From an optimization exercise on the open Yosys and OpenROAD flow, aimed at small area, a short achievable clock period and few clock cycles per item; shortcuts taken in it are not production practice.
Where RTL was checked, it was by simulation tests only, not by an equivalence proof against the original.
Only the layout flow was run in run 2; the RTL was not checked for function there.
The flow treats the clock pin as an ideal source. Dropping or thinning the clock tree relies on that and would not hold on a real chip.
No activity file was given, so power comes from the tool's default toggle rates.

==> flow/standard.sh <==
#!/bin/bash
# synth_recipe.tcl (not shown) runs the flow's synth.tcl, then flattens the netlist and writes it again
# the make line also repeats each setting of config.mk as NAME=value (left out here)
make -C /OpenROAD-flow-scripts/flow DESIGN_CONFIG=/design/flow/config.mk WORK_HOME=/design/flow/orfs CLKGATE_MAP_FILE= SYNTH_SCRIPT=/design/flow/synth_recipe.tcl "${@:-finish}"
==> flow/flow/run.sh <==
#!/bin/bash
# The standard layout with a tighter timing-repair target, small port buffers and no dummy
# clock loads; the clock period and constraints are the design's. ORFS keeps each step's log
# under orfs/logs.
set -euo pipefail
bash standard.sh SETUP_SLACK_MARGIN=5.46 "BUFFER_PORTS_ARGS=-buffer_cell sky130_fd_sc_hd__buf_2" \
  "CTS_ARGS=-repair_clock_nets -buf_list sky130_fd_sc_hd__clkbuf_16 -dont_use_dummy_load" \
  finish > standard.log 2>&1
==> flow/config.mk <==
export PLATFORM = sky130hd
export DESIGN_NAME = lz77_top
export DESIGN_NICKNAME = lz77_top
export VERILOG_FILES = /design/flow/design.v
export SDC_FILE = /design/flow/constraint.sdc
export NUM_CORES = 4
export LEC_CHECK = 0
export CAP_MARGIN = 20
export CORE_MARGIN = 2
export CORE_UTILIZATION = 40
export CTS_BUF_LIST = sky130_fd_sc_hd__clkbuf_16
export CTS_CLUSTER_DIAMETER = 80
export CTS_CLUSTER_SIZE = 30
export SETUP_SLACK_MARGIN = 5
export SLEW_MARGIN = 20
==> flow/constraint.sdc <==
create_clock -name core_clock -period 8.0 [get_ports {clk}]
set_input_delay 1.6000 -clock core_clock [delete_from_list [all_inputs] [get_ports {clk}]]
set_output_delay 1.6000 -clock core_clock [all_outputs]
set_load 0.01 [all_outputs]
==> flow/design.v <==
package lz77_pkg;
  localparam int DATA_WD = 8;
  localparam int WIN_SIZE = 16;
  localparam int DST_WD = 5;
  localparam int LEN_MAX = 8;
  localparam int LEN_MIN = 3;
  localparam int NCAND = WIN_SIZE - LEN_MIN + 1;
  localparam int LEN_WD = 4;
  localparam int BLK_LEN_WD = 8;
endpackage
`timescale 1ns/1ns
import lz77_pkg::*;
module lz77_window (
  input  logic                  clk,
  input  logic                  rstn,
  input  logic                  start_i,
  input  logic [BLK_LEN_WD-1:0] cfg_len_i,
  input  logic [DATA_WD-1:0]    rd_dat_i,
  output logic                  rd_val_o,
  output logic [NCAND-1:0]      eq_o,
  output logic                  nv_o,
  output logic [DATA_WD-1:0]    lit_o
);
  logic                             rd_val_r;
  logic                             rd_out_r;
  logic [BLK_LEN_WD-1:0]            rem_r;
  logic [DST_WD-1:0]                cnt_r;
  logic [WIN_SIZE-1:0][DATA_WD-1:0] hist_r;
  logic [NCAND-1:0]                 vld_w;
  logic [NCAND-1:0]                 eq_w;
  logic [NCAND-1:0]                 eq_r;
  logic                             nv_r;
  logic [BLK_LEN_WD-1:0]            rem_dec_w;
  logic [DST_WD-1:0]                cnt_inc_w;
  always_ff @(posedge clk or negedge rstn) begin
    if (!rstn) begin
      rd_val_r <= 1'b0;
    end else begin
      rd_val_r <= start_i || (rd_val_r && rem_r > BLK_LEN_WD'(1));
    end
  end
  always_ff @(posedge clk or negedge rstn) begin
    if (!rstn) begin
      rd_out_r <= 1'b0;
    end else begin
      rd_out_r <= start_i || (rd_val_r && rem_r != BLK_LEN_WD'(1));
    end
  end
  always_comb begin
    logic low_zero;
    low_zero = 1'b1;
    for (int i = 0; i < BLK_LEN_WD; i++) begin
      rem_dec_w[i] = rem_r[i] ^ low_zero;
      low_zero     = low_zero & !rem_r[i];
    end
  end
  always_ff @(posedge clk) begin
    rem_r <= start_i ? cfg_len_i : rem_dec_w;
  end
  always_comb begin
    logic low_one;
    low_one = 1'b1;
    for (int i = 0; i < DST_WD; i++) begin
      cnt_inc_w[i] = cnt_r[i] ^ low_one;
      low_one      = low_one & cnt_r[i];
    end
  end
  always_ff @(posedge clk) begin
    if (start_i || (rd_val_r && rem_r == BLK_LEN_WD'(1))) begin
      cnt_r <= '0;
    end else if (rd_val_r && !cnt_r[DST_WD-1]) begin
      cnt_r <= cnt_inc_w;
    end
  end
  always_ff @(posedge clk) begin
    hist_r <= {hist_r[WIN_SIZE-2:0], rd_dat_i};
  end
  always_comb begin
    for (int j = 0; j < NCAND; j++) begin
      vld_w[j] = (cnt_r > DST_WD'(j + LEN_MIN - 1));
      eq_w[j]  = vld_w[j] && (rd_dat_i == hist_r[j + LEN_MIN - 1]);
    end
  end
  always_ff @(posedge clk) begin
    eq_r <= eq_w;
  end
  always_ff @(posedge clk or negedge rstn) begin
    if (!rstn) begin
      nv_r <= 1'b0;
    end else begin
      nv_r <= rd_val_r;
    end
  end
  assign rd_val_o = rd_out_r;
  assign eq_o     = eq_r;
  assign nv_o     = nv_r;
  assign lit_o    = hist_r[2];
endmodule
`timescale 1ns/1ns
import lz77_pkg::*;
module lz77_match_search (
  input  logic                clk,
  input  logic                rstn,
  input  logic [NCAND-1:0]    eq_i,
  input  logic                nv_i,
  output logic                tok_lit_o,
  output logic                tok_mat_o,
  output logic                tok_lst_o,
  output logic [LEN_WD-1:0]   mat_len_o,
  output logic [DST_WD-1:0]   mat_dst_o
);
  logic [LEN_WD-1:0]   step_r;
  logic [NCAND-1:0]    p1_r;
  logic [NCAND-1:0]    p2_r;
  logic                near_r;
  logic                nv1_r;
  logic                st2_w;
  logic                stm_w;
  logic [NCAND-1:0]    next_w;
  logic [NCAND-1:0]    ext_w;
  logic [NCAND-1:0]    pair_w;
  logic                any_w;
  logic                lst_w;
  logic                take_w;
  logic [DST_WD-1:0]   prio_dst_w;
  assign st2_w = (step_r == LEN_WD'(2));
  assign stm_w = (step_r >= LEN_WD'(LEN_MIN));
  always_comb begin
    for (int j = 0; j < NCAND; j++) begin
      next_w[j] = (step_r == LEN_WD'(j + LEN_MIN - 1)) && (j + LEN_MIN <= LEN_MAX);
    end
  end
  assign ext_w  = p2_r & eq_i;
  assign pair_w = p1_r & eq_i;
  assign any_w  = (|ext_w) && !step_r[LEN_WD-1];
  always_comb begin
    prio_dst_w = '0;
    for (int j = NCAND - 1; j >= 0; j--) begin
      if (p2_r[j]) begin
        prio_dst_w = DST_WD'(j + LEN_MIN);
      end
    end
    if (near_r) begin
      prio_dst_w = DST_WD'(step_r);
    end
  end
  assign tok_lit_o = st2_w && !any_w;
  assign tok_mat_o = stm_w && !any_w;
  assign lst_w     = st2_w ? !nv1_r : !nv_i;
  assign tok_lst_o = lst_w;
  assign mat_len_o = step_r;
  assign mat_dst_o = prio_dst_w;
  always_ff @(posedge clk or negedge rstn) begin
    if (!rstn) begin
      step_r <= '0;
    end else begin
      case (step_r)
        LEN_WD'(0): if (nv_i) step_r <= LEN_WD'(1);
        LEN_WD'(1): step_r <= LEN_WD'(2);
        LEN_WD'(2): if (any_w) step_r <= LEN_WD'(3);
                    else if (lst_w) step_r <= LEN_WD'(0);
        LEN_WD'(3): if (any_w) step_r <= LEN_WD'(4);
                    else step_r <= lst_w ? LEN_WD'(0) : LEN_WD'(1);
        LEN_WD'(4): if (any_w) step_r <= LEN_WD'(5);
                    else step_r <= lst_w ? LEN_WD'(0) : LEN_WD'(1);
        LEN_WD'(5): if (any_w) step_r <= LEN_WD'(6);
                    else step_r <= lst_w ? LEN_WD'(0) : LEN_WD'(1);
        LEN_WD'(6): if (any_w) step_r <= LEN_WD'(7);
                    else step_r <= lst_w ? LEN_WD'(0) : LEN_WD'(1);
        LEN_WD'(7): if (any_w) step_r <= LEN_WD'(8);
                    else step_r <= lst_w ? LEN_WD'(0) : LEN_WD'(1);
        default:    step_r <= lst_w ? LEN_WD'(0) : LEN_WD'(1);
      endcase
    end
  end
  assign take_w = stm_w || (st2_w && any_w);
  always_ff @(posedge clk) begin
    nv1_r  <= nv_i;
    p1_r   <= eq_i;
    p2_r   <= eq_i & (take_w ? (p2_r & ~next_w) : p1_r);
    near_r <= |(ext_w & next_w);
  end
endmodule
`timescale 1ns/1ns
import lz77_pkg::*;
module lz77_token_out (
  input  logic                  clk,
  input  logic                  rstn,
  input  logic                  tok_lit_i,
  input  logic                  tok_mat_i,
  input  logic                  tok_lst_i,
  input  logic [DATA_WD-1:0]    lit_i,
  input  logic [LEN_WD-1:0]     mat_len_i,
  input  logic [DST_WD-1:0]     mat_dst_i,
  output logic                  val_o,
  output logic                  flg_lit_o,
  output logic [DATA_WD-1:0]    dat_lit_o,
  output logic [LEN_WD-1:0]     dat_len_o,
  output logic [DST_WD-1:0]     dat_dst_o,
  output logic                  flg_lst_o,
  output logic                  done_o
);
  logic               val_r;
  logic               lit_r;
  logic [DATA_WD-1:0] dat_r;
  logic [LEN_WD-1:0]  len_r;
  logic [DST_WD-1:0]  dst_r;
  logic               lst_r;
  logic               done_r;
  logic               tok_w;
  assign tok_w = tok_lit_i || tok_mat_i;
  always_ff @(posedge clk or negedge rstn) begin
    if (!rstn) begin
      val_r  <= 1'b0;
      lit_r  <= 1'b0;
      dat_r  <= '0;
      len_r  <= '0;
      dst_r  <= '0;
      lst_r  <= 1'b0;
      done_r <= 1'b0;
    end else begin
      val_r  <= tok_w;
      lit_r  <= tok_lit_i;
      dat_r  <= tok_lit_i ? lit_i : '0;
      len_r  <= tok_lit_i ? LEN_WD'(1) : (tok_mat_i ? mat_len_i : '0);
      dst_r  <= tok_mat_i ? mat_dst_i : '0;
      lst_r  <= tok_w && tok_lst_i;
      done_r <= lst_r;
    end
  end
  assign val_o     = val_r;
  assign flg_lit_o = lit_r;
  assign dat_lit_o = dat_r;
  assign dat_len_o = len_r;
  assign dat_dst_o = dst_r;
  assign flg_lst_o = lst_r;
  assign done_o    = done_r;
endmodule
`timescale 1ns/1ns
import lz77_pkg::*;
module lz77_top (
  input  logic                  clk,
  input  logic                  rstn,
  input  logic                  start_i,
  input  logic [BLK_LEN_WD-1:0] cfg_len_i,
  input  logic [DATA_WD-1:0]    rd_dat_i,
  output logic                  rd_val_o,
  output logic                  val_o,
  output logic                  flg_lit_o,
  output logic [DATA_WD-1:0]    dat_lit_o,
  output logic [LEN_WD-1:0]     dat_len_o,
  output logic [DST_WD-1:0]     dat_dst_o,
  output logic                  flg_lst_o,
  output logic                  done_o
);
  logic [NCAND-1:0]    eq;
  logic                nv;
  logic [DATA_WD-1:0]  lit;
  logic                tok_lit;
  logic                tok_mat;
  logic                tok_lst;
  logic [LEN_WD-1:0]   mat_len;
  logic [DST_WD-1:0]   mat_dst;
  lz77_window u_window (
    .clk       (clk),
    .rstn      (rstn),
    .start_i   (start_i),
    .cfg_len_i (cfg_len_i),
    .rd_dat_i  (rd_dat_i),
    .rd_val_o  (rd_val_o),
    .eq_o      (eq),
    .nv_o      (nv),
    .lit_o     (lit)
  );
  lz77_match_search u_match_search (
    .clk       (clk),
    .rstn      (rstn),
    .eq_i      (eq),
    .nv_i      (nv),
    .tok_lit_o (tok_lit),
    .tok_mat_o (tok_mat),
    .tok_lst_o (tok_lst),
    .mat_len_o (mat_len),
    .mat_dst_o (mat_dst)
  );
  lz77_token_out u_token_out (
    .clk       (clk),
    .rstn      (rstn),
    .tok_lit_i (tok_lit),
    .tok_mat_i (tok_mat),
    .tok_lst_i (tok_lst),
    .lit_i     (lit),
    .mat_len_i (mat_len),
    .mat_dst_i (mat_dst),
    .val_o     (val_o),
    .flg_lit_o (flg_lit_o),
    .dat_lit_o (dat_lit_o),
    .dat_len_o (dat_len_o),
    .dat_dst_o (dat_dst_o),
    .flg_lst_o (flg_lst_o),
    .done_o    (done_o)
  );
endmodule
==> impl_metrics.ini, run 1 <==
[clock_network]
clock_latency_ns = 0.43
cts_buffers = 17
cts_buffer_depth = 2
cts-root-buf = clkbuf_16
cts_tree = done
clkSinkCount = 213
htreeDepth = 4
path_clk_slew_ns = 0.07

[finish]
final_area_sq_um = 7916
drive_gt1_share_pct = 10.85
n_fill_cell = 1596
fin_util_pct = 45.77
fin_nets = 668
diodes = 0
area_delta_synth_final_pct = 11.94

[synthesis]
synthXorXnorAreaFrac_pct = 14.24
async_flop_share_pct = 13.15
synth_top_family_by_area = XOR/XNOR gates
synth_cells = 604
yosysTopAreaCell = dfxtp_1
ys.flop_type = dfxtp_1
synth_fa_ha_area_share_pct = 1.946
synthTopCellsByArea = dfxtp_1 52%, xnor2_1 12%, dfrtp_1 9.9%
synth_seq_cells = 213
synth_top_area_share_pct = 52.37
synth_mux_area_share_pct = 2.335
syn_area_sq_um = 7072
synth_area_per_cell_sq_um = 11.71
syn_nets = 634
post-synth-top-count-cell = dfxtp_1
synth_edf_count = 0
yosys_warnings = 3
synth-compound-area-share_pct = 5.732
synth.yosys.seq_area_share_pct = 62.28
synth_common_cells = 185 x dfxtp_1, 94 x xnor2_1, 41 x nand2_1, 28 x dfrtp_1, 26 x nor2_1
yosysUniqueCellTypes = 51
yosys.area_share.simple_pct = 10.70

[die]
initial_utilization_pct = 40.89
ioPinCount = 41
die_h_um = 137.0
row_count = 48
coreArea_sq_um = 17300
dieWidth_um = 137.0
dieArea_sq_um = 18760

[setup_path]
reg2reg_slack_ns = 5.97
path_cells = buf_2
cp-endpoint = dat_lit_o[0]
crit_type = reg2out
crit_cells = 1
critPathLaunch = u_token_out.dat_r[0]
cpLargestDelayFamily = flip-flops
cp-end-kind = output pin
slowest_stage = dfrtp_1
crit_arrival_ns = 0.94
r2r-start = u_match_search.step_r[3]
r2r-end = u_match_search.p2_r[8]
crit_required_ns = 6.40
critPathMaxFanout = 1
crit_buf_inv = 1
max_stage_delay_ns = 0.37
cp-start-kind = flop
reg2regPathDepth = 3

[power]
ir_drop_uv = 162.4
switchingPower_mw = 0.5181
seqPwrFrac_pct = 55.2
leakagePower_nw = 3.186
powerDensity_nw_per_um2 = 269.9
p_int_mw = 1.619
pwr-share-clk_pct = 32.6
sw_frac_of_total_pct = 24.24
power_frac_comb_pct = 12.2

[timing]
grt_setup_unrepaired = true
tns_ns = 0
report.final.slew_viol_count = 0
period_share_pct = 31.71
fin_skew_ns = 0.02743
worst_slew_pin_slew_ns = 0.6586
max_freq_mhz = 394.2
slew_headroom_pct = 56.09
setup_ws_ns = 5.463
finalSetupViolations = 0
hold_viol = 0
fin_crit_ns = 2.537

[place]
finalWeightedCongestion = 0.7875
portBuffers = 40
dp_hpwl_um = 9382
dpl_worst_slack_ns = 4.933
post_dp_cell_area_sq_um = 7452

[grt]
grt_max_degree = 29
grt_usage_pct = 15.41
grt_pass1_vias = 4310
grt.overflow.total = 0
grt_pass1_wl_um = 22020
antenna_found_initial = 0

[flow_run]
maxCapViolCount = 0

[routing]
wl_um = 12980
ant_nets = 0
vias = 4099
drt_iter0_drc = 199
drc_errors = 0
drt-wirelength-per-cell_um = 15.07
drt_first_pass_iters = 4
vias_per_cell = 4.761

[outcome]
status = no timing/DRC/antenna violations

[hold_path]
min_path_type = reg2reg
-- how the worst min path moves through the flow --
stage	slack [ns]	startpoint	depth (start not counted)	end
floorplan	0.31	u_window.hist_r[2]	0	u_window.hist_r[10]
global placement	0.31	u_window.hist_r[2]	0	u_window.hist_r[10]
detailed placement	0.31	u_window.hist_r[9]	0	u_window.hist_r[17]
CTS	0.33	u_window.hist_r[9]	0	u_window.hist_r[17]
global route	0.34	u_window.hist_r[5]	0	u_window.hist_r[13]
finish	0.33	u_window.hist_r[5]	0	u_window.hist_r[13]
-- placed cells by master, fill, tap and decap left out, types with 5 or more instances in the layout --
cell type	instances
a211oi_1	6
a21oi_1	14
and2_1	9
buf_2	32
buf_4	5
clkbuf_16	17
dfrtp_1	28
dfxtp_1	185
ha_1	11
inv_1	18
mux2i_1	15
nand2_1	41
nand3_1	9
nand4_1	25
nor2_1	26
nor3_1	10
nor4_1	10
o21ai_0	11
xnor2_1	91
xor2_1	21
-- state kept, by name, indices dropped and copies added (netlist names), 4 cells and up --
signal                 cells
u_token_out.dat_r          8
u_match_search.step_r      4
u_window.rem_r             8
u_token_out.dst_r          5
u_match_search.p2_r       14
u_window.hist_r          128
u_token_out.len_r          4
u_window.cnt_r             5
u_window.eq_r             14
u_match_search.p1_r       14
-- kinds of logic (layout without fill, tap and decap cells) --
| kind of cell | after synthesis | count (layout) |
|---|---|---|
| flops | 213 | 213 |
| xor+xnor | 115 | 115 |
| simple gates | 146 | 146 |
| compound gates | 58 | 58 |
| mux | 16 | 16 |
| buf+inv | 45 | 77 |
| fa+ha+maj | 11 | 11 |
-- metrics by stage --
stage	total power [mW]	std cells	hold slack [ns]
4_1_cts	2.150	861	0.3275
2_1_floorplan	1.393	604	0.3096
3_5_place_dp	1.455	843	0.3121
6_report	2.137	861	0.3279
3_3_place_gp	1.450	843	0.3117
5_1_grt	2.235	861	0.3365
-- power groups by stage --
| stage | Clock [mW] | Combinational (mW) | Sequential, mW |
|---|---|---|---|
| floorplan | 0 | 0.201 | 1.19 |
| global placement | 0 | 0.252 | 1.20 |
| detailed placement | 0 | 0.256 | 1.20 |
| CTS | 0.714 | 0.259 | 1.18 |
| global route | 0.756 | 0.290 | 1.19 |
| finish | 0.697 | 0.261 | 1.18 |
-- final cells by class --
cell class / instances / area [sq um] / share of cell area, %
Multi-Input combinational cell: 346 / 2495 / 31.52
Sequential cell: 213 / 4404 / 55.63
Clock buffer: 17 / 425.4 / 5.374
Inverter: 19 / 71.32 / 0.9009
Timing Repair Buffer: 41 / 239.0 / 3.019
Tap cell: 225 / 281.5 / 3.556
-- per-layer routing --
metal,track usage [%],up-vias,wire [um]
met3,3.852,15,435
met4,5.842,0,189
met2,24.68,63,5941
met1,20.10,1940,6414
li1,-,2081,-
met5,0,-,0
-- repair_timing --
action | 4_1_cts | 5_1_grt
pin swaps | 0 | 0
resized for setup | 4 | 4
buffers inserted | 1 | 0
endpoints found under the hold margin | 0 | 0
hold buffers | 0 | 0
endpoints found under the setup margin | 7 | 17
Testbench counts, summed over its fixed seeds: cycles 41,294, bytes 39,715.
==> run 2: changes to the inputs <==
--- a/flow/design.v
+++ b/flow/design.v
@@ -24,14 +24,11 @@
   logic                             rd_val_r;
   logic                             rd_out_r;
   logic [BLK_LEN_WD-1:0]            rem_r;
-  logic [DST_WD-1:0]                cnt_r;
   logic [WIN_SIZE-1:0][DATA_WD-1:0] hist_r;
-  logic [NCAND-1:0]                 vld_w;
   logic [NCAND-1:0]                 eq_w;
   logic [NCAND-1:0]                 eq_r;
   logic                             nv_r;
   logic [BLK_LEN_WD-1:0]            rem_dec_w;
-  logic [DST_WD-1:0]                cnt_inc_w;
   always_ff @(posedge clk or negedge rstn) begin
     if (!rstn) begin
       rd_val_r <= 1'b0;
@@ -57,28 +54,12 @@
   always_ff @(posedge clk) begin
     rem_r <= start_i ? cfg_len_i : rem_dec_w;
   end
-  always_comb begin
-    logic low_one;
-    low_one = 1'b1;
-    for (int i = 0; i < DST_WD; i++) begin
-      cnt_inc_w[i] = cnt_r[i] ^ low_one;
-      low_one      = low_one & cnt_r[i];
-    end
-  end
-  always_ff @(posedge clk) begin
-    if (start_i || (rd_val_r && rem_r == BLK_LEN_WD'(1))) begin
-      cnt_r <= '0;
-    end else if (rd_val_r && !cnt_r[DST_WD-1]) begin
-      cnt_r <= cnt_inc_w;
-    end
-  end
   always_ff @(posedge clk) begin
     hist_r <= {hist_r[WIN_SIZE-2:0], rd_dat_i};
   end
   always_comb begin
     for (int j = 0; j < NCAND; j++) begin
-      vld_w[j] = (cnt_r > DST_WD'(j + LEN_MIN - 1));
-      eq_w[j]  = vld_w[j] && (rd_dat_i == hist_r[j + LEN_MIN - 1]);
+      eq_w[j]  = (rd_dat_i == hist_r[j + LEN_MIN - 1]);
     end
   end
   always_ff @(posedge clk) begin
@@ -101,6 +82,7 @@
 module lz77_match_search (
   input  logic                clk,
   input  logic                rstn,
+  input  logic                start_i,
   input  logic [NCAND-1:0]    eq_i,
   input  logic                nv_i,
   output logic                tok_lit_o,
@@ -114,6 +96,9 @@
   logic [NCAND-1:0]    p2_r;
   logic                near_r;
   logic                nv1_r;
+  logic [DST_WD-1:0]   pos_r;
+  logic [DST_WD-1:0]   pos_inc_w;
+  logic [NCAND-1:0]    vld_w;
   logic                st2_w;
   logic                stm_w;
   logic [NCAND-1:0]    next_w;
@@ -130,9 +115,29 @@
       next_w[j] = (step_r == LEN_WD'(j + LEN_MIN - 1)) && (j + LEN_MIN <= LEN_MAX);
     end
   end
+  always_comb begin
+    logic low_one;
+    low_one = 1'b1;
+    for (int i = 0; i < DST_WD; i++) begin
+      pos_inc_w[i] = pos_r[i] ^ low_one;
+      low_one      = low_one & pos_r[i];
+    end
+  end
+  always_ff @(posedge clk) begin
+    if (start_i) begin
+      pos_r <= '0;
+    end else if (nv_i && !(pos_r[DST_WD-1] && pos_r[0])) begin
+      pos_r <= pos_inc_w;
+    end
+  end
+  always_comb begin
+    for (int j = 0; j < NCAND; j++) begin
+      vld_w[j] = (pos_r > DST_WD'(j + LEN_MIN));
+    end
+  end
   assign ext_w  = p2_r & eq_i;
-  assign pair_w = p1_r & eq_i;
-  assign any_w  = (|ext_w) && !step_r[LEN_WD-1];
+  assign pair_w = p1_r & eq_i & vld_w;
+  assign any_w  = (|ext_w) && !step_r[LEN_WD-1] && nv_i;
   always_comb begin
     prio_dst_w = '0;
     for (int j = NCAND - 1; j >= 0; j--) begin
@@ -177,7 +182,7 @@
   always_ff @(posedge clk) begin
     nv1_r  <= nv_i;
     p1_r   <= eq_i;
-    p2_r   <= eq_i & (take_w ? (p2_r & ~next_w) : p1_r);
+    p2_r   <= eq_i & (take_w ? (p2_r & ~next_w) : (p1_r & vld_w));
     near_r <= |(ext_w & next_w);
   end
 endmodule
@@ -275,6 +280,7 @@
   lz77_match_search u_match_search (
     .clk       (clk),
     .rstn      (rstn),
+    .start_i   (start_i),
     .eq_i      (eq),
     .nv_i      (nv),
     .tok_lit_o (tok_lit),
--- a/flow/flow/run.sh
+++ b/flow/flow/run.sh
@@ -4,5 +4,5 @@
 # under orfs/logs.
 set -euo pipefail
 bash standard.sh SETUP_SLACK_MARGIN=5.46 "BUFFER_PORTS_ARGS=-buffer_cell sky130_fd_sc_hd__buf_2" \
-  "CTS_ARGS=-repair_clock_nets -buf_list sky130_fd_sc_hd__clkbuf_16 -dont_use_dummy_load" \
+  "CTS_ARGS=-sink_clustering_enable -repair_clock_nets -sink_clustering_size 30 -sink_clustering_max_diameter 80 -buf_list sky130_fd_sc_hd__clkbuf_16 -dont_use_dummy_load" \
   finish > standard.log 2>&1
==> impl_metrics.ini, run 2 <==
[finish]
top_register = u_window.hist_r
largest_reg_flops = 128
fin_nets = 678
n_fill_cell = 1621
stdcell_count = 871
area_delta_synth_final_pct = 9.646
final_common_cell = dfxtp_1
diodes = 0
multi_input_area_sq_um = 2557
final_cell_mix = 185 x dfxtp_1, 114 x xnor2_1, 39 x nor2_1
fin_util_pct = 45.15
regArea_sq_um = 4404
drive_gt1_share_pct = 8.978

[setup_path]
crit_buf_inv = 1
cp-end-kind = output pin
crit_required_ns = 6.40
crit_arrival_ns = 0.97
crit_type = reg2out
path_cells = buf_6
max_stage_delay_ns = 0.40
critPathMaxFanout = 2
slowest_stage = dfrtp_1
cpLargestDelayFamily = flip-flops
cp-start-kind = flop

[die]
initial_utilization_pct = 41.18
row_count = 48
coreArea_sq_um = 17360
dieArea_sq_um = 18950
ioPinCount = 41
die_h_um = 137.7
dieWidth_um = 137.7

[synthesis]
synth_area_per_cell_sq_um = 11.42
synth_edf_count = 0
yosys_warnings = 3
synth_common_cells = 185 x dfxtp_1, 114 x xnor2_1, 39 x nor2_1, 30 x nand2_1, 30 x nand4_1
synth_top_area_share_pct = 51.82
synth.yosys.seq_area_share_pct = 61.62
yosysTopAreaCell = dfxtp_1
synthTopCellsByArea = dfxtp_1 52%, xnor2_1 14%, dfrtp_1 9.8%
post-synth-top-count-cell = dfxtp_1
synth_seq_cells = 213
syn_area_sq_um = 7147
synth_cells = 626
async_flop_share_pct = 13.15
yosysUniqueCellTypes = 54
ys.flop_type = dfxtp_1
syn_nets = 656

[clock_network]
cts_buffer_depth = 3
clock_latency_ns = 0.46
htreeDepth = 1
cts_buffers = 11
cts_tree = done
path_clk_slew_ns = 0.10
cts-root-buf = clkbuf_16
clkSinkCount = 213

[routing]
ant_nets = 0
drt-wirelength-per-cell_um = 15.50
vias_per_cell = 4.909
vias = 4276
drc_errors = 0
drt_first_pass_iters = 4
wl_um = 13500
drt_iter0_drc = 221

[timing]
finalSetupViolations = 0
slew_headroom_pct = 52.74
fin_skew_ns = 0.04373
report.final.slew_viol_count = 0
fin_crit_ns = 2.574
tns_ns = 0
worst_slew_pin_slew_ns = 0.7064
grt_setup_unrepaired = true
hold_viol = 0
max_freq_mhz = 388.6
period_share_pct = 32.17

[place]
portBuffers = 40
finalWeightedCongestion = 0.8483
dp_hpwl_um = 9728
placed_cells = 858

[power]
ir_drop_uv = 166.3
power_mw = 2.007
leakagePower_nw = 3.078
powerDensity_nw_per_um2 = 256.1

[flow_run]
maxCapViolCount = 0

[grt]
grt.overflow.total = 0
grt_pass1_wl_um = 22200
grt_pass1_vias = 4289
grt_usage_pct = 15.02
grt_max_degree = 31
antenna_found_initial = 0

[hold_path]
min_path_type = reg2reg

[outcome]
status = no timing/DRC/antenna violations
run 2: cell types whose count changed after synthesis, sizes merged, moves of 5 or more:
cell,change
and3,+11
nand2,-11
xnor2,+20
nand4,+5
clkbuf,+11
and2,-7
mux2i,-9
nor4,-8
xor2,-21
nor2,+13
o211ai,+11
a21boi,+13
run 2: final timing paths:
| path | slack, ns | start | cells past startpoint | to |
|---|---|---|---|---|
| setup reg to reg | 5.74 | u_match_search.p2_r[7] | 5 | u_token_out.dst_r[0] |
| max in group asynchronous | 6.49 | rstn | 1 | u_token_out.dst_r[1] |
| hold / removal | 0.28 | u_window.hist_r[8] | 0 | u_window.hist_r[16] |
| setup / recovery | 5.43 | u_token_out.lst_r | 1 | flg_lst_o |
| min in group asynchronous | 1.12 | rstn | 1 | u_token_out.dat_r[3] |
| hold reg to reg | 0.28 | u_window.hist_r[8] | 0 | u_window.hist_r[16] |
run 2: per-stage QoR:
step | hold WS (ns) | area [sq um] | worst slack (ns)
6_report | 0.2832 | 7836 | 5.426
5_1_grt | 0.2865 | 7836 | 5.384
4_1_cts | 0.2865 | 7789 | 5.407
3_5_place_dp | 0.3121 | 7495 | 5.395
3_3_place_gp | 0.3104 | 7495 | 5.389
2_1_floorplan | 0.3096 | 7157 | 5.474
run 2: report_power, final:
part,internal [mW],switching (mW),leakage (nW)
logic,0.122,0.143,1.04
clock network,0.248,0.302,0.136
registers,1.14,0.0550,1.90
total,1.51,0.500,3.08
run 2: kinds of logic after synthesis:
family,share of synthesized area [%]
simple gates,10.61
compound gates,8.158
buf+inv,2.871
mux,0.8404
flops,61.62
fa+ha+maj,1.926
xor+xnor,13.97
run 2: area by class of cell:
type                       instances  area share (%)
multi-input combinational        361           32.64
clock buffer                      11           3.513
sequential                       213           56.20
inverter                          19          0.9101
tap                              225           3.593
timing repair buffer              42           3.145
run 2: routing by layer:
layer	track usage [%]	routed length [um]
met1	20.66	6413
met2	24.07	6050
met3	2.208	594
met4	5.384	438
met5	0	0
run 2: timing repair:
action | in CTS | in global routing
resized for setup | 1 | 6
buffers inserted | 1 | 1
endpoints found under the setup margin | 23 | 34
hold buffers | 0 | 0
==> run 3: changes to the inputs <==
--- a/flow/design.v
+++ b/flow/design.v
@@ -24,11 +24,14 @@
   logic                             rd_val_r;
   logic                             rd_out_r;
   logic [BLK_LEN_WD-1:0]            rem_r;
+  logic [DST_WD-1:0]                cnt_r;
   logic [WIN_SIZE-1:0][DATA_WD-1:0] hist_r;
+  logic [NCAND-1:0]                 vld_w;
   logic [NCAND-1:0]                 eq_w;
   logic [NCAND-1:0]                 eq_r;
   logic                             nv_r;
   logic [BLK_LEN_WD-1:0]            rem_dec_w;
+  logic [DST_WD-1:0]                cnt_inc_w;
   always_ff @(posedge clk or negedge rstn) begin
     if (!rstn) begin
       rd_val_r <= 1'b0;
@@ -54,12 +57,28 @@
   always_ff @(posedge clk) begin
     rem_r <= start_i ? cfg_len_i : rem_dec_w;
   end
+  always_comb begin
+    logic low_one;
+    low_one = 1'b1;
+    for (int i = 0; i < DST_WD; i++) begin
+      cnt_inc_w[i] = cnt_r[i] ^ low_one;
+      low_one      = low_one & cnt_r[i];
+    end
+  end
+  always_ff @(posedge clk) begin
+    if (start_i || (rd_val_r && rem_r == BLK_LEN_WD'(1))) begin
+      cnt_r <= '0;
+    end else if (rd_val_r && !cnt_r[DST_WD-1]) begin
+      cnt_r <= cnt_inc_w;
+    end
+  end
   always_ff @(posedge clk) begin
     hist_r <= {hist_r[WIN_SIZE-2:0], rd_dat_i};
   end
   always_comb begin
     for (int j = 0; j < NCAND; j++) begin
-      eq_w[j]  = (rd_dat_i == hist_r[j + LEN_MIN - 1]);
+      vld_w[j] = (cnt_r > DST_WD'(j + LEN_MIN - 1));
+      eq_w[j]  = vld_w[j] && (rd_dat_i == hist_r[j + LEN_MIN - 1]);
     end
   end
   always_ff @(posedge clk) begin
@@ -82,7 +101,6 @@
 module lz77_match_search (
   input  logic                clk,
   input  logic                rstn,
-  input  logic                start_i,
   input  logic [NCAND-1:0]    eq_i,
   input  logic                nv_i,
   output logic                tok_lit_o,
@@ -96,9 +114,6 @@
   logic [NCAND-1:0]    p2_r;
   logic                near_r;
   logic                nv1_r;
-  logic [DST_WD-1:0]   pos_r;
-  logic [DST_WD-1:0]   pos_inc_w;
-  logic [NCAND-1:0]    vld_w;
   logic                st2_w;
   logic                stm_w;
   logic [NCAND-1:0]    next_w;
@@ -115,29 +130,9 @@
       next_w[j] = (step_r == LEN_WD'(j + LEN_MIN - 1)) && (j + LEN_MIN <= LEN_MAX);
     end
   end
-  always_comb begin
-    logic low_one;
-    low_one = 1'b1;
-    for (int i = 0; i < DST_WD; i++) begin
-      pos_inc_w[i] = pos_r[i] ^ low_one;
-      low_one      = low_one & pos_r[i];
-    end
-  end
-  always_ff @(posedge clk) begin
-    if (start_i) begin
-      pos_r <= '0;
-    end else if (nv_i && !(pos_r[DST_WD-1] && pos_r[0])) begin
-      pos_r <= pos_inc_w;
-    end
-  end
-  always_comb begin
-    for (int j = 0; j < NCAND; j++) begin
-      vld_w[j] = (pos_r > DST_WD'(j + LEN_MIN));
-    end
-  end
   assign ext_w  = p2_r & eq_i;
-  assign pair_w = p1_r & eq_i & vld_w;
-  assign any_w  = (|ext_w) && !step_r[LEN_WD-1] && nv_i;
+  assign pair_w = p1_r & eq_i;
+  assign any_w  = (|ext_w) && !step_r[LEN_WD-1];
   always_comb begin
     prio_dst_w = '0;
     for (int j = NCAND - 1; j >= 0; j--) begin
@@ -182,7 +177,7 @@
   always_ff @(posedge clk) begin
     nv1_r  <= nv_i;
     p1_r   <= eq_i;
-    p2_r   <= eq_i & (take_w ? (p2_r & ~next_w) : (p1_r & vld_w));
+    p2_r   <= eq_i & (take_w ? (p2_r & ~next_w) : p1_r);
     near_r <= |(ext_w & next_w);
   end
 endmodule
@@ -280,7 +275,6 @@
   lz77_match_search u_match_search (
     .clk       (clk),
     .rstn      (rstn),
-    .start_i   (start_i),
     .eq_i      (eq),
     .nv_i      (nv),
     .tok_lit_o (tok_lit),
==> flow/flow/run.sh (replaced) <==
#!/bin/bash
# The standard layout with a tighter timing-repair target, small port buffers, no dummy
# clock loads and a two-level clock tree (flow/clock_levels.tcl, run before global routing);
# the clock period and constraints are the design's. ORFS keeps each step's log under orfs/logs.
set -euo pipefail
bash standard.sh SETUP_SLACK_MARGIN=5.56 "BUFFER_PORTS_ARGS=-buffer_cell sky130_fd_sc_hd__buf_2" \
  "CTS_ARGS=-sink_clustering_enable -repair_clock_nets -sink_clustering_size 30 -sink_clustering_max_diameter 80 -buf_list sky130_fd_sc_hd__clkbuf_16 -dont_use_dummy_load" \
  "PRE_GLOBAL_ROUTE_TCL=$PWD/flow/clock_levels.tcl" \
  finish > standard.log 2>&1
==> flow/flow/clock_levels.tcl (new file) <==
# Sourced by ORFS before global routing (PRE_GLOBAL_ROUTE_TCL). The clock tree CTS builds for
# this small design is root buffer -> two branch buffers -> leaf buffers -> flip-flops. This
# drops the branch level: the root buffer drives every leaf buffer directly, so all registers
# keep the same number of buffers on their clock path and the tree stays balanced.
set block [ord::get_db_block]
set root [$block findInst clkbuf_0_clk]
if {$root ne "NULL"} {
  set rootnet [[$root findITerm X] getNet]
  set mids {}
  foreach it [$rootnet getITerms] {
    set inst [$it getInst]
    if {[$inst getName] eq [$root getName]} { continue }
    if {![string match "sky130_fd_sc_hd__clkbuf_*" [[$inst getMaster] getName]]} { continue }
    set onet [[$inst findITerm X] getNet]
    set only_bufs 1
    foreach lt [$onet getITerms] {
      set li [$lt getInst]
      if {[$li getName] eq [$inst getName]} { continue }
      if {![string match "sky130_fd_sc_hd__clkbuf_*" [[$li getMaster] getName]]} { set only_bufs 0 }
    }
    if {$only_bufs} { lappend mids $inst }
  }
  foreach inst $mids {
    set onet [[$inst findITerm X] getNet]
    set loads {}
    foreach lt [$onet getITerms] {
      if {[[$lt getInst] getName] ne [$inst getName]} { lappend loads $lt }
    }
    foreach lt $loads {
      $lt disconnect
      $lt connect $rootnet
    }
    puts "clock_levels: removed [$inst getName], [llength $loads] leaf buffers now on [$rootnet getName]"
    [$inst findITerm A] disconnect
    [$inst findITerm X] disconnect
    odb::dbInst_destroy $inst
    odb::dbNet_destroy $onet
  }
}
==> impl_metrics.ini, run 3 <==
[die]
row_count = 48
dieArea_sq_um = 18760
initial_utilization_pct = 40.89
ioPinCount = 41
dieWidth_um = 137.0
die_h_um = 137.0
coreArea_sq_um = 17300

[synthesis]
syn_area_sq_um = 7072
synth_top_area_share_pct = 52.37
yosys_warnings = 3
synth_seq_cells = 213
async_flop_share_pct = 13.15
ys.flop_type = dfxtp_1
synth_area_per_cell_sq_um = 11.71
synth_edf_count = 0
post-synth-top-count-cell = dfxtp_1
synth.yosys.seq_area_share_pct = 62.28
synth_common_cells = 185 x dfxtp_1, 94 x xnor2_1, 41 x nand2_1, 28 x dfrtp_1, 26 x nor2_1
synth_cells = 604
yosysUniqueCellTypes = 51
syn_nets = 634
yosysTopAreaCell = dfxtp_1
synthTopCellsByArea = dfxtp_1 52%, xnor2_1 12%, dfrtp_1 9.9%

[clock_network]
cts_hold_buf = 0
path_clk_slew_ns = 0.10
clkSinkCount = 213
postCtsSetupBuffers = 0
clock_latency_ns = 0.39

[timing]
period_share_pct = 31.34
worst_slew_pin_slew_ns = 0.6694
grt_setup_unrepaired = true
holdWs_ns = 0.2941
finalSetupViolations = 0
fin_crit_ns = 2.507
report.final.slew_viol_count = 0
tns_ns = 0
max_freq_mhz = 398.9
slew_headroom_pct = 55.37
hold_viol = 0
fin_skew_ns = 0.05741

[setup_path]
cp-start-kind = flop
crit_arrival_ns = 0.91
slowest_stage = dfrtp_1
critPathMaxFanout = 2
reg2reg_slack_ns = 5.88
max_stage_delay_ns = 0.39
crit_type = reg2out
path_cells = buf_2
crit_required_ns = 6.40
cp-end-kind = output pin
crit_buf_inv = 1
cpLargestDelayFamily = flip-flops

[place]
dp_hpwl_um = 9228
post_dp_cell_area_sq_um = 7453
placed_cells = 843
finalWeightedCongestion = 0.7932
portBuffers = 40

[finish]
final_cell_mix = 185 x dfxtp_1, 91 x xnor2_1, 41 x nand2_1
fin_util_pct = 44.74
drive_gt1_share_pct = 9.888
final_common_cell = dfxtp_1
top_register = u_window.hist_r
diodes = 0
area_delta_synth_final_pct = 9.430
largest_reg_flops = 128
final_area_sq_um = 7739
fin_nets = 659
stdcell_count = 852
n_fill_cell = 1633

[routing]
drt_iter0_drc = 183
vias_per_cell = 4.759
maxUsedRoutingLayer = met4
drt-met1-wl_um = 6482
vias = 4055
dr_wl_met2_um = 5580
ant_nets = 0
drt-wirelength-per-cell_um = 14.93
wl_um = 12720
wl_met3_um = 379
drc_errors = 0
drt_first_pass_iters = 4

[grt]
grt_usage_pct = 14.84
grt_pass1_wl_um = 21440
antenna_found_initial = 0
grt_pass1_vias = 4184
grt_max_degree = 31
grt.overflow.total = 0

[flow_run]
maxCapViolCount = 0

[power]
leakagePower_nw = 3.089
ir_drop_uv = 137.8
powerDensity_nw_per_um2 = 251.0

[hold_path]
min_path_type = reg2reg

[outcome]
status = no timing/DRC/antenna violations
[run 3: path summary, 6_finish.rpt]
kind,to,start,depth (start not counted)
setup / recovery,flg_lst_o,u_token_out.lst_r,1
max in group asynchronous,u_token_out.dat_r[6],rstn,1
setup reg to reg,u_token_out.dat_r[6],u_match_search.step_r[3],4
hold / removal,u_window.hist_r[19],u_window.hist_r[11],0
hold reg to reg,u_window.hist_r[19],u_window.hist_r[11],0
min in group asynchronous,u_match_search.step_r[3],rstn,1
[run 3: routing by layer]
layer / up-vias / GRT usage, %
li1: 2060 / -
met1: 1909 / 20.11
met2: 67 / 23.02
met3: 19 / 3.704
met4: 0 / 5.269
met5: - / 0
[run 3: area by class of cell]
type	count	area, sq um	share of cell area [%]
repair buffers	40	254.0	3.282
inverters	19	72.57	0.9378
well taps	225	281.5	3.638
flip-flops and latches	213	4404	56.91
clock buffers	9	225.2	2.910
multi-input cells	346	2501	32.32
[run 3: where the power goes]
| part | total (mW) | switching [mW] | leakage [nW] | internal (mW) |
|---|---|---|---|---|
| registers | 1.18 | 0.0477 | 1.90 | 1.13 |
| logic | 0.263 | 0.143 | 1.07 | 0.119 |
| clock network | 0.502 | 0.298 | 0.111 | 0.204 |
| total | 1.94 | 0.489 | 3.09 | 1.45 |
[run 3: per-stage QoR]
| stage | power (mW) | setup WS (ns) |
|---|---|---|
| floorplan | 1.394 | 5.344 |
| global placement | 1.451 | 5.010 |
| detailed placement | 1.454 | 4.970 |
| CTS | 2.010 | 5.396 |
| global route | 2.034 | 5.439 |
| finish | 1.942 | 5.493 |
[run 3: what timing repair did]
action,in CTS,in global routing
endpoints found under the setup margin,23,23
gates resized for setup,5,9
pin swaps,0,0
[run 3: cell families after synthesis]
kind of cell               share of synthesized area, %
adders and majority gates                         1.946
AOI/OAI and AO/OA                                 5.733
buffers and inverters                             2.760
and+or+nand+nor                                   10.70
muxes                                             2.335
DFF                                               62.28
xor gates and xnor gates                          14.24
Testbench counts of run 3, summed over its fixed seeds: cycles 41,294, bytes 39,715.
==> run 4: changes to the inputs <==
==> flow/flow/run.sh (replaced) <==
#!/bin/bash
# The standard layout with a tighter timing-repair target, small port buffers, no dummy
# clock loads and a two-level clock tree (flow/clock_levels.tcl, run before global routing);
# the clock period and constraints are the design's. ORFS keeps each step's log under orfs/logs.
set -euo pipefail
bash standard.sh SETUP_SLACK_MARGIN=5.46 "BUFFER_PORTS_ARGS=-buffer_cell sky130_fd_sc_hd__buf_2" \
  "CTS_ARGS=-sink_clustering_enable -repair_clock_nets -sink_clustering_size 30 -sink_clustering_max_diameter 80 -buf_list sky130_fd_sc_hd__clkbuf_16 -dont_use_dummy_load" \
  "PRE_GLOBAL_ROUTE_TCL=$PWD/flow/clock_levels.tcl" \
  finish > standard.log 2>&1
==> impl_metrics.ini, run 4 <==
[place]
finalWeightedCongestion = 0.7875
portBuffers = 40
dp_hpwl_um = 9382
placed_cells = 843

[synthesis]
synthTopCellsByArea = dfxtp_1 52%, xnor2_1 12%, dfrtp_1 9.9%
yosys_warnings = 3
synth_area_per_cell_sq_um = 11.71
yosysUniqueCellTypes = 51
ys.flop_type = dfxtp_1
syn_area_sq_um = 7072
synth_top_area_share_pct = 52.37
syn_nets = 634
synth_edf_count = 0
synth_seq_cells = 213
synth_cells = 604
async_flop_share_pct = 13.15
yosysTopAreaCell = dfxtp_1
synth_common_cells = 185 x dfxtp_1, 94 x xnor2_1, 41 x nand2_1, 28 x dfrtp_1, 26 x nor2_1
synth.yosys.seq_area_share_pct = 62.28
post-synth-top-count-cell = dfxtp_1

[finish]
final_common_cell = dfxtp_1
stdcell_count = 853
diodes = 0
drive_gt1_share_pct = 9.713
area_delta_synth_final_pct = 8.970
largest_reg_flops = 128
final_cell_mix = 185 x dfxtp_1, 91 x xnor2_1, 41 x nand2_1
n_fill_cell = 1624
fin_util_pct = 44.55
fin_nets = 660
top_register = u_window.hist_r

[power]
leakagePower_nw = 3.085
power_mw = 1.940
ir_drop_uv = 141.0
powerDensity_nw_per_um2 = 251.8

[routing]
vias = 4039
drt-wirelength-per-cell_um = 15.26
ant_nets = 0
drc_errors = 0
vias_per_cell = 4.735
drt_iter0_drc = 259
wl_um = 13010
drt_first_pass_iters = 4

[timing]
hold_viol = 0
report.final.slew_viol_count = 0
fin_skew_ns = 0.04620
slew_headroom_pct = 55.18
grt_setup_unrepaired = true
worst_slew_pin_slew_ns = 0.6722
finalSetupViolations = 0
tns_ns = 0
max_freq_mhz = 397.3
period_share_pct = 31.46
fin_crit_ns = 2.517

[clock_network]
path_clk_slew_ns = 0.11
clock_latency_ns = 0.39
cts_hold_buf = 0
clkSinkCount = 213

[die]
dieWidth_um = 137.0
dieArea_sq_um = 18760
initial_utilization_pct = 40.89
ioPinCount = 41
coreArea_sq_um = 17300
row_count = 48
die_h_um = 137.0

[grt]
antenna_found_initial = 0
grt_max_degree = 31
grt_usage_pct = 15.20
grt_pass1_vias = 4268
grt.overflow.total = 0
grt_pass1_wl_um = 21870

[setup_path]
crit_arrival_ns = 2.82
cp-end-kind = flop
crit_required_ns = 8.30
cp-start-kind = input pin
crit_type = in2reg
critPathMaxFanout = 15
reg2reg_slack_ns = 5.91

[hold_path]
min_path_type = reg2reg

[outcome]
status = no timing/DRC/antenna violations

[flow_run]
maxCapViolCount = 0
## run 4: routing by layer
metal  vias up  share of wire (%)  GRT usage, %
met5         -                  0             0
met3        12                3.0         3.852
met2        51                 46         24.41
met4         0                1.3         4.811
met1      1921                 50         20.11
li1       2055                  -             -
## run 4: per-stage QoR
| stage | hold WS (ns) | setup WS (ns) | instance area, sq um |
|---|---|---|---|
| floorplan | 0.3096 | 5.344 | 7167 |
| global placement | 0.3117 | 4.964 | 7452 |
| detailed placement | 0.3121 | 4.933 | 7452 |
| CTS | 0.3121 | 5.407 | 7745 |
| global route | 0.3130 | 5.438 | 7706 |
| finish | 0.3115 | 5.483 | 7706 |
## run 4: what timing repair did
item,in CTS,in global routing
endpoints found under the hold margin,0,0
setup endpoints to repair,22,13
gates resized for setup,4,3
setup buffers,1,0
## run 4: path summary, 6_finish.rpt
path | start | to | cells after the start
max in group asynchronous | rstn | u_token_out.dat_r[6] | 1
worst max register to register | u_match_search.step_r[3] | u_token_out.dat_r[6] | 4
worst min-delay path | u_window.hist_r[51] | u_window.hist_r[59] | 0
min in group asynchronous | rstn | u_token_out.dat_r[7] | 1
worst max-delay path | rd_dat_i[6] | u_window.eq_r[9] | 4
worst min register to register | u_window.hist_r[51] | u_window.hist_r[59] | 0
## run 4: logic make-up (layout without fill, tap and decap cells)
| logic type | Yosys count | after routing | synth area share [%] |
|---|---|---|---|
| XOR/XNOR | 115 | 115 | 14.24 |
| AND/OR/NAND/NOR | 146 | 146 | 10.70 |
| flip-flops | 213 | 213 | 62.28 |
| buffers and inverters | 45 | 69 | 2.760 |
| AO/OA/AOI/OAI | 58 | 58 | 5.733 |
| adder cells (fa/ha/maj) | 11 | 11 | 1.946 |
| multiplexers | 16 | 16 | 2.335 |
## run 4: final cells by class
type / instances / area (sq um) / share of cell area (%)
Clock buffer: 9 / 225.2 / 2.923
Inverter: 19 / 71.32 / 0.9255
Tap cell: 225 / 281.5 / 3.653
Multi-Input combinational cell: 346 / 2495 / 32.38
Timing Repair Buffer: 41 / 229.0 / 2.971
Sequential cell: 213 / 4404 / 57.15
## run 4: worst max-delay path, cell delays in order
cell and delay (ns):
clkbuf_4 0.24, xor2_1 0.19, or4_1 0.52, nor4_1 0.27
## run 4: report_power, final
| part | leakage (nW) | switching (mW) | internal, mW |
|---|---|---|---|
| sequential | 1.90 | 0.0464 | 1.13 |
| clock | 0.111 | 0.302 | 0.204 |
| combinational | 1.07 | 0.144 | 0.114 |
==> run 5: changes to the inputs <==
==> flow/flow/run.sh (replaced) <==
#!/bin/bash
# The standard layout with a tighter timing-repair target, small port buffers, no dummy
# clock loads and a two-level clock tree (flow/clock_levels.tcl, run before global routing);
# the clock period and constraints are the design's. ORFS keeps each step's log under orfs/logs.
set -euo pipefail
bash standard.sh SETUP_SLACK_MARGIN=5.52 "BUFFER_PORTS_ARGS=-buffer_cell sky130_fd_sc_hd__buf_2" \
  "CTS_ARGS=-sink_clustering_enable -repair_clock_nets -sink_clustering_size 30 -sink_clustering_max_diameter 80 -buf_list sky130_fd_sc_hd__clkbuf_16 -dont_use_dummy_load" \
  "PRE_GLOBAL_ROUTE_TCL=$PWD/flow/clock_levels.tcl" \
  finish > standard.log 2>&1
==> impl_metrics.ini, run 5 <==
[outcome]
status = no timing/DRC/antenna violations

[finish]
fin_nets = 659
final_cell_mix = 185 x dfxtp_1, 91 x xnor2_1, 41 x nand2_1
area_delta_synth_final_pct = 9.342
n_fill_cell = 1615
drive_gt1_share_pct = 9.888
top_register = u_window.hist_r
final_common_cell = dfxtp_1
multi_input_area_sq_um = 2501
largest_reg_flops = 128
regArea_sq_um = 4404
diodes = 0

[die]
initial_utilization_pct = 40.89
dieWidth_um = 137.0
dieArea_sq_um = 18760
coreArea_sq_um = 17300
ioPinCount = 41
die_h_um = 137.0
row_count = 48

[timing]
fin_crit_ns = 2.510
grt_setup_unrepaired = true
fin_skew_ns = 0.03396
finalSetupViolations = 0
hold_viol = 0
max_freq_mhz = 398.4
holdWs_ns = 0.3348
worst_slew_pin_slew_ns = 0.7213
report.final.slew_viol_count = 0
period_share_pct = 31.37
tns_ns = 0
slew_headroom_pct = 51.26

[synthesis]
syn_nets = 634
synth_fa_ha_area_share_pct = 1.946
synthXorXnorAreaFrac_pct = 14.24
yosysUniqueCellTypes = 51
synthTopCellsByArea = dfxtp_1 52%, xnor2_1 12%, dfrtp_1 9.9%
synth_area_per_cell_sq_um = 11.71
synth_cells = 604
synth_mux_area_share_pct = 2.335
synth-compound-area-share_pct = 5.732
async_flop_share_pct = 13.15
synth_edf_count = 0
yosys.area_share.simple_pct = 10.70
yosysTopAreaCell = dfxtp_1
synth_common_cells = 185 x dfxtp_1, 94 x xnor2_1, 41 x nand2_1, 28 x dfrtp_1, 26 x nor2_1
synth_top_family_by_area = XOR/XNOR gates
synth.yosys.seq_area_share_pct = 62.28
yosys_warnings = 3
post-synth-top-count-cell = dfxtp_1
ys.flop_type = dfxtp_1
synth_seq_cells = 213
synth_top_area_share_pct = 52.37
syn_area_sq_um = 7072

[routing]
vias_per_cell = 4.751
drt_first_pass_iters = 4
vias = 4048
drt_iter0_drc = 195
wl_um = 12780
ant_nets = 0
drt-wirelength-per-cell_um = 14.99
drc_errors = 0

[grt]
grt_pass1_vias = 4092
use_met1_pct = 20.00
grt_usage_pct = 14.91
grt.overflow.total = 0
busiest_layer = met2
grt_util_met2_pct = 23.88
antenna_found_initial = 0
grt_pass1_wl_um = 21250
grt_max_degree = 31
grtUsageMet3_pct = 3.889

[power]
p_int_mw = 1.453
sw_frac_of_total_pct = 25.19
seqPwrFrac_pct = 60.6
power_frac_comb_pct = 13.4
powerDensity_nw_per_um2 = 251.2
ir_drop_uv = 162.2
leakagePower_nw = 3.089
switchingPower_mw = 0.4892
pwr-share-clk_pct = 25.9

[setup_path]
critPathMaxFanout = 1
slowest_stage = dfrtp_1
max_stage_delay_ns = 0.39
reg2reg_slack_ns = 5.94
crit_buf_inv = 1
crit_arrival_ns = 0.91
path_cells = buf_2
cp-start-kind = flop
cp-end-kind = output pin
cpLargestDelayFamily = flip-flops
crit_required_ns = 6.40
crit_type = reg2out

[clock_network]
cts_hold_buf = 0
path_clk_slew_ns = 0.11
clock_latency_ns = 0.39
post_cts_resized = 5
postCtsSetupBuffers = 0
clkSinkCount = 213

[place]
dp_hpwl_um = 9304
portBuffers = 40
finalWeightedCongestion = 0.7978

[hold_path]
min_path_type = reg2reg

[flow_run]
maxCapViolCount = 0
[run 5: final cells by class]
| cell class | count | area share [%] |
|---|---|---|
| inverter | 19 | 0.9385 |
| multi-input combinational | 346 | 32.35 |
| clock buffer | 9 | 2.913 |
| timing repair buffer | 40 | 3.204 |
| tap | 225 | 3.641 |
| sequential | 213 | 56.96 |
[run 5: power groups by stage]
| stage | clock (mW) | sequential, mW | combinational, mW |
|---|---|---|---|
| 6_report | 0.503 | 1.18 | 0.261 |
| 5_1_grt | 0.558 | 1.19 | 0.289 |
| 4_1_cts | 0.575 | 1.18 | 0.256 |
| 3_5_place_dp | 0 | 1.20 | 0.254 |
| 3_3_place_gp | 0 | 1.20 | 0.253 |
| 2_1_floorplan | 0 | 1.19 | 0.202 |
[run 5: path summary, 6_finish.rpt]
path,start,end,cells after the start
max in group asynchronous,rstn,u_token_out.dst_r[4],1
worst max register to register,u_match_search.step_r[3],u_match_search.p2_r[13],3
worst max-delay path,u_token_out.dat_r[2],dat_lit_o[2],1
worst min-delay path,u_window.hist_r[12],u_window.hist_r[20],0
worst min register to register,u_window.hist_r[12],u_window.hist_r[20],0
min in group asynchronous,rstn,u_token_out.dat_r[6],1
[run 5: logic make-up (layout without fill, tap and decap cells)]
| kind of cell | count (synthesis) | after routing |
|---|---|---|
| buf+inv | 45 | 68 |
| simple gates | 146 | 146 |
| fa+ha+maj | 11 | 11 |
| mux | 16 | 16 |
| flops | 213 | 213 |
| xor+xnor | 115 | 115 |
| compound gates | 58 | 58 |
[run 5: layer usage]
layer / share of wire, % / routed length (um)
met1: 51 / 6470
met4: 1.2 / 153
met3: 2.9 / 365
met2: 45 / 5787
met5: 0 / 0
[run 5: stage by stage]
step	util, %	cells	setup WS, ns	power [mW]	area (sq um)
floorplan	-	604	5.344	1.393	7171
global placement	43.09	843	4.963	1.450	7453
detailed placement	43.09	843	4.971	1.453	7453
CTS	44.76	854	5.399	2.007	7741
global route	44.70	852	5.429	2.035	7732
finish	44.70	852	5.490	1.942	7732
==> run 6: changes to the inputs <==
==> flow/flow/run.sh (replaced) <==
#!/bin/bash
# The standard layout with a tighter timing-repair target, small port buffers, no dummy
# clock loads and a two-level clock tree with four roots (flow/clock_levels.tcl, run before global
# routing);
# the clock period and constraints are the design's. ORFS keeps each step's log under orfs/logs.
set -euo pipefail
bash standard.sh SETUP_SLACK_MARGIN=5.6 "BUFFER_PORTS_ARGS=-buffer_cell sky130_fd_sc_hd__buf_2" \
  "CTS_ARGS=-sink_clustering_enable -repair_clock_nets -sink_clustering_size 30 -sink_clustering_max_diameter 80 -buf_list sky130_fd_sc_hd__clkbuf_16 -dont_use_dummy_load" \
  "PRE_GLOBAL_ROUTE_TCL=$PWD/flow/clock_levels.tcl" \
  finish > standard.log 2>&1
--- a/flow/flow/clock_levels.tcl
+++ b/flow/flow/clock_levels.tcl
@@ -1,11 +1,10 @@
-# Sourced by ORFS before global routing (PRE_GLOBAL_ROUTE_TCL). The clock tree CTS builds for
-# this small design is root buffer -> two branch buffers -> leaf buffers -> flip-flops. This
-# drops the branch level: the root buffer drives every leaf buffer directly, so all registers
-# keep the same number of buffers on their clock path and the tree stays balanced.
+set nroot 4
 set block [ord::get_db_block]
 set root [$block findInst clkbuf_0_clk]
 if {$root ne "NULL"} {
+  set clknet [[$root findITerm A] getNet]
   set rootnet [[$root findITerm X] getNet]
+  # branch buffers: clock buffers on the root net that drive only clock buffers
   set mids {}
   foreach it [$rootnet getITerms] {
     set inst [$it getInst]
@@ -36,4 +35,43 @@
     odb::dbInst_destroy $inst
     odb::dbNet_destroy $onet
   }
+  # split the root when it only drives leaf buffers, grouping the leaves by position
+  set leaves {}
+  set only_bufs 1
+  foreach it [$rootnet getITerms] {
+    set inst [$it getInst]
+    if {[$inst getName] eq [$root getName]} { continue }
+    if {![string match "sky130_fd_sc_hd__clkbuf_*" [[$inst getMaster] getName]]} { set only_bufs 0 }
+    set loc [$inst getLocation]
+    lappend leaves [list [lindex $loc 0] [lindex $loc 1] $it]
+  }
+  if {$only_bufs && [llength [$clknet getITerms]] == 1 && [llength $leaves] >= $nroot} {
+    set leaves [lsort -integer -index 0 $leaves]
+    set per [expr {int(ceil(double([llength $leaves]) / $nroot))}]
+    set rloc [$root getLocation]
+    set master [$root getMaster]
+    for {set r 1} {$r < $nroot} {incr r} {
+      set group [lrange $leaves [expr {$r * $per}] [expr {($r + 1) * $per - 1}]]
+      if {[llength $group] == 0} { continue }
+      set inst [odb::dbInst_create $block $master "clkbuf_0_clk_r$r"]
+      set net [odb::dbNet_create $block "clknet_0_clk_r$r"]
+      $net setSigType CLOCK
+      [$inst findITerm A] connect $clknet
+      [$inst findITerm X] connect $net
+      set sx 0
+      set sy 0
+      foreach k $group {
+        set sx [expr {$sx + [lindex $k 0]}]
+        set sy [expr {$sy + [lindex $k 1]}]
+        set lt [lindex $k 2]
+        $lt disconnect
+        $lt connect $net
+      }
+      set n [llength $group]
+      $inst setLocation [expr {($sx / $n + [lindex $rloc 0]) / 2}] [expr {($sy / $n + [lindex $rloc 1]) / 2}]
+      $inst setPlacementStatus PLACED
+      puts "clock_levels: added [$inst getName] driving $n leaf buffers"
+    }
+    detailed_placement
+  }
 }
==> impl_metrics.ini, run 6 <==
[finish]
regArea_sq_um = 4404
multi_input_area_sq_um = 2512
n_fill_cell = 1610
drive_gt1_share_pct = 10.92
fin_nets = 664
final_cell_mix = 185 x dfxtp_1, 90 x xnor2_1, 41 x nand2_1
stdcell_count = 857
area_delta_synth_final_pct = 11.38
top_register = u_window.hist_r
final_area_sq_um = 7876
final_common_cell = dfxtp_1
diodes = 0
largest_reg_flops = 128

[power]
powerDensity_nw_per_um2 = 254.7
ir_drop_uv = 160.6
sw_frac_of_total_pct = 24.46
switchingPower_mw = 0.4907
leakagePower_nw = 3.160
p_int_mw = 1.516
power_frac_comb_pct = 12.8
pwr-share-clk_pct = 28.6
seqPwrFrac_pct = 58.6

[grt]
grt_max_degree = 31
grt_pass1_wl_um = 21470
grt_usage_pct = 14.68
grt.overflow.total = 0
grt_pass1_vias = 4091
antenna_found_initial = 0

[setup_path]
cp-start-kind = flop
cp-endpoint = dat_dst_o[1]
path_cells = buf_6
max_stage_delay_ns = 0.40
crit_buf_inv = 1
r2r-end = u_token_out.dat_r[6]
cpLargestDelayFamily = flip-flops
crit_cells = 1
crit_arrival_ns = 0.82
critPathLaunch = u_token_out.dst_r[1]
crit_required_ns = 6.40
slowest_stage = dfrtp_1
r2r-start = u_match_search.step_r[3]
reg2reg_slack_ns = 5.93
crit_type = reg2out
critPathMaxFanout = 1
reg2regPathDepth = 4
cp-end-kind = output pin

[synthesis]
synthTopCellsByArea = dfxtp_1 52%, xnor2_1 12%, dfrtp_1 9.9%
synth_area_per_cell_sq_um = 11.71
ys.flop_type = dfxtp_1
synth_cells = 604
synth_seq_cells = 213
yosys_warnings = 3
post-synth-top-count-cell = dfxtp_1
yosysUniqueCellTypes = 51
async_flop_share_pct = 13.15
syn_nets = 634
synth_edf_count = 0
synth.yosys.seq_area_share_pct = 62.28
synth_common_cells = 185 x dfxtp_1, 94 x xnor2_1, 41 x nand2_1, 28 x dfrtp_1, 26 x nor2_1
yosysTopAreaCell = dfxtp_1
synth_top_area_share_pct = 52.37
syn_area_sq_um = 7072

[routing]
ant_nets = 0
vias = 4084
drt-wirelength-per-cell_um = 15.07
wl_um = 12910
drc_errors = 0
vias_per_cell = 4.765
drt_first_pass_iters = 4
drt_iter0_drc = 245

[place]
dpl_worst_slack_ns = 4.945
dp_hpwl_um = 9405
post_dp_cell_area_sq_um = 7453
placed_cells = 843
finalWeightedCongestion = 0.7955
portBuffers = 40

[timing]
tns_ns = 0
max_freq_mhz = 413.6
report.final.slew_viol_count = 0
slew_headroom_pct = 56.09
worst_slew_pin_slew_ns = 0.6587
period_share_pct = 30.22
fin_crit_ns = 2.418
fin_skew_ns = 0.05644
hold_viol = 0
finalSetupViolations = 0
setup_ws_ns = 5.582
grt_setup_unrepaired = true

[die]
dieArea_sq_um = 18760
dieWidth_um = 137.0
ioPinCount = 41
initial_utilization_pct = 40.89
row_count = 48
coreArea_sq_um = 17300
die_h_um = 137.0

[flow_run]
maxCapViolCount = 0

[clock_network]
path_clk_slew_ns = 0.11
clock_latency_ns = 0.31
cts_hold_buf = 0
clkSinkCount = 213

[outcome]
status = no timing/DRC/antenna violations

[hold_path]
min_path_type = reg2reg
## run 6: layout make-up
class	count	area share, %
repair buffers	42	3.876
well taps	225	3.574
multi-input cells	346	31.90
flip-flops and latches	213	55.92
plain buffers	3	0.9531
clock buffers	9	2.859
inverters	19	0.9214
## run 6: metal layers
layer | vias up | track usage (%) | part of all wire [%] | routed length [um]
met5 | - | 0 | 0 | 0
met2 | 70 | 23.80 | 45 | 5865
met1 | 1934 | 19.77 | 49 | 6359
met4 | 0 | 4.926 | 2.2 | 284
met3 | 15 | 2.667 | 3.1 | 401
li1 | 2065 | - | - | -
## run 6: logic make-up after synthesis
| family | synth area share, % |
|---|---|
| XOR/XNOR | 14.24 |
| adder cells (fa/ha/maj) | 1.946 |
| buffers and inverters | 2.760 |
| multiplexers | 2.335 |
| AND/OR/NAND/NOR | 10.70 |
| AO/OA/AOI/OAI | 5.733 |
| flip-flops | 62.28 |
## run 6: through the flow
step / power (mW) / hold slack [ns] / util, %
finish: 2.006 / 0.2816 / 45.54
global route: 2.097 / 0.2880 / 45.54
CTS: 2.004 / 0.2826 / 44.88
detailed placement: 1.454 / 0.3135 / 43.09
global placement: 1.451 / 0.3114 / 43.09
floorplan: 1.395 / 0.3096 / -
## run 6: worst min-delay path by stage
stage,start,endpoint,slack [ns],cells after the start
6_report,u_window.hist_r[3],u_window.hist_r[11],0.28,0
4_1_cts,u_window.hist_r[3],u_window.hist_r[11],0.28,0
3_5_place_dp,u_window.hist_r[6],u_window.hist_r[14],0.31,0
3_3_place_gp,u_window.hist_r[7],u_window.hist_r[15],0.31,0
5_1_grt,u_window.hist_r[3],u_window.hist_r[11],0.29,0
2_1_floorplan,u_window.hist_r[2],u_window.hist_r[10],0.31,0
## run 6: what timing repair did
action                                  in CTS  in global routing
pin swaps                                    0                  1
buffers inserted                             1                  1
resized for setup                            9                 18
endpoints found under the setup margin      23                 25
## run 6: power by group through the flow
| stage | clock, mW | combinational, mW | sequential (mW) |
|---|---|---|---|
| final | 0.573 | 0.258 | 1.18 |
| after global routing | 0.624 | 0.287 | 1.19 |
| after CTS | 0.570 | 0.259 | 1.18 |
| after detailed placement | 0 | 0.255 | 1.20 |
| after global placement | 0 | 0.253 | 1.20 |
| after floorplan | 0 | 0.203 | 1.19 |

-- afterwards: timing with drivers on the ports --
In the flow no input, the clock included, has a driving cell. The finished layouts below were timed again as built, in two steps. Step 1, drivers: a clkbuf_16 drives clk and a buf_2 each remaining input, both assumed. Step 2 moves the port delays by t, midway between the first and last clock arrival at a register: inputs arrive t later, outputs are due t later. That takes back most of the time a late clock gives input paths. a / b / c = ideal ports / drivers / drivers and shift; a / b = the first two.
run | t, ns | slack for setup (ns) | clock arrival spread, ns | worst slew at a driven data input, ns
run 1 | 0.466 | 5.463 / 5.420 / 5.020 | 0.032 / 0.032 | 0.03
run 2 | 0.484 | 5.426 / 5.381 / 5.376 | 0.044 / 0.043 | 0.04
run 3 | 0.403 | 5.493 / 5.453 / 5.149 | 0.059 / 0.059 | 0.04
run 4 | 0.412 | 5.483 / 5.451 / 5.093 | 0.047 / 0.046 | 0.03
run 5 | 0.418 | 5.490 / 5.449 / 5.118 | 0.034 / 0.035 | 0.04
run 6 | 0.355 | 5.582 / 5.509 / 5.343 | 0.057 / 0.058 | 0.07
After both steps setup and hold are still met in every run listed. The setup slack of run 1, which loses most, moves by -0.043 ns with the drivers and by -0.443 ns with both steps.
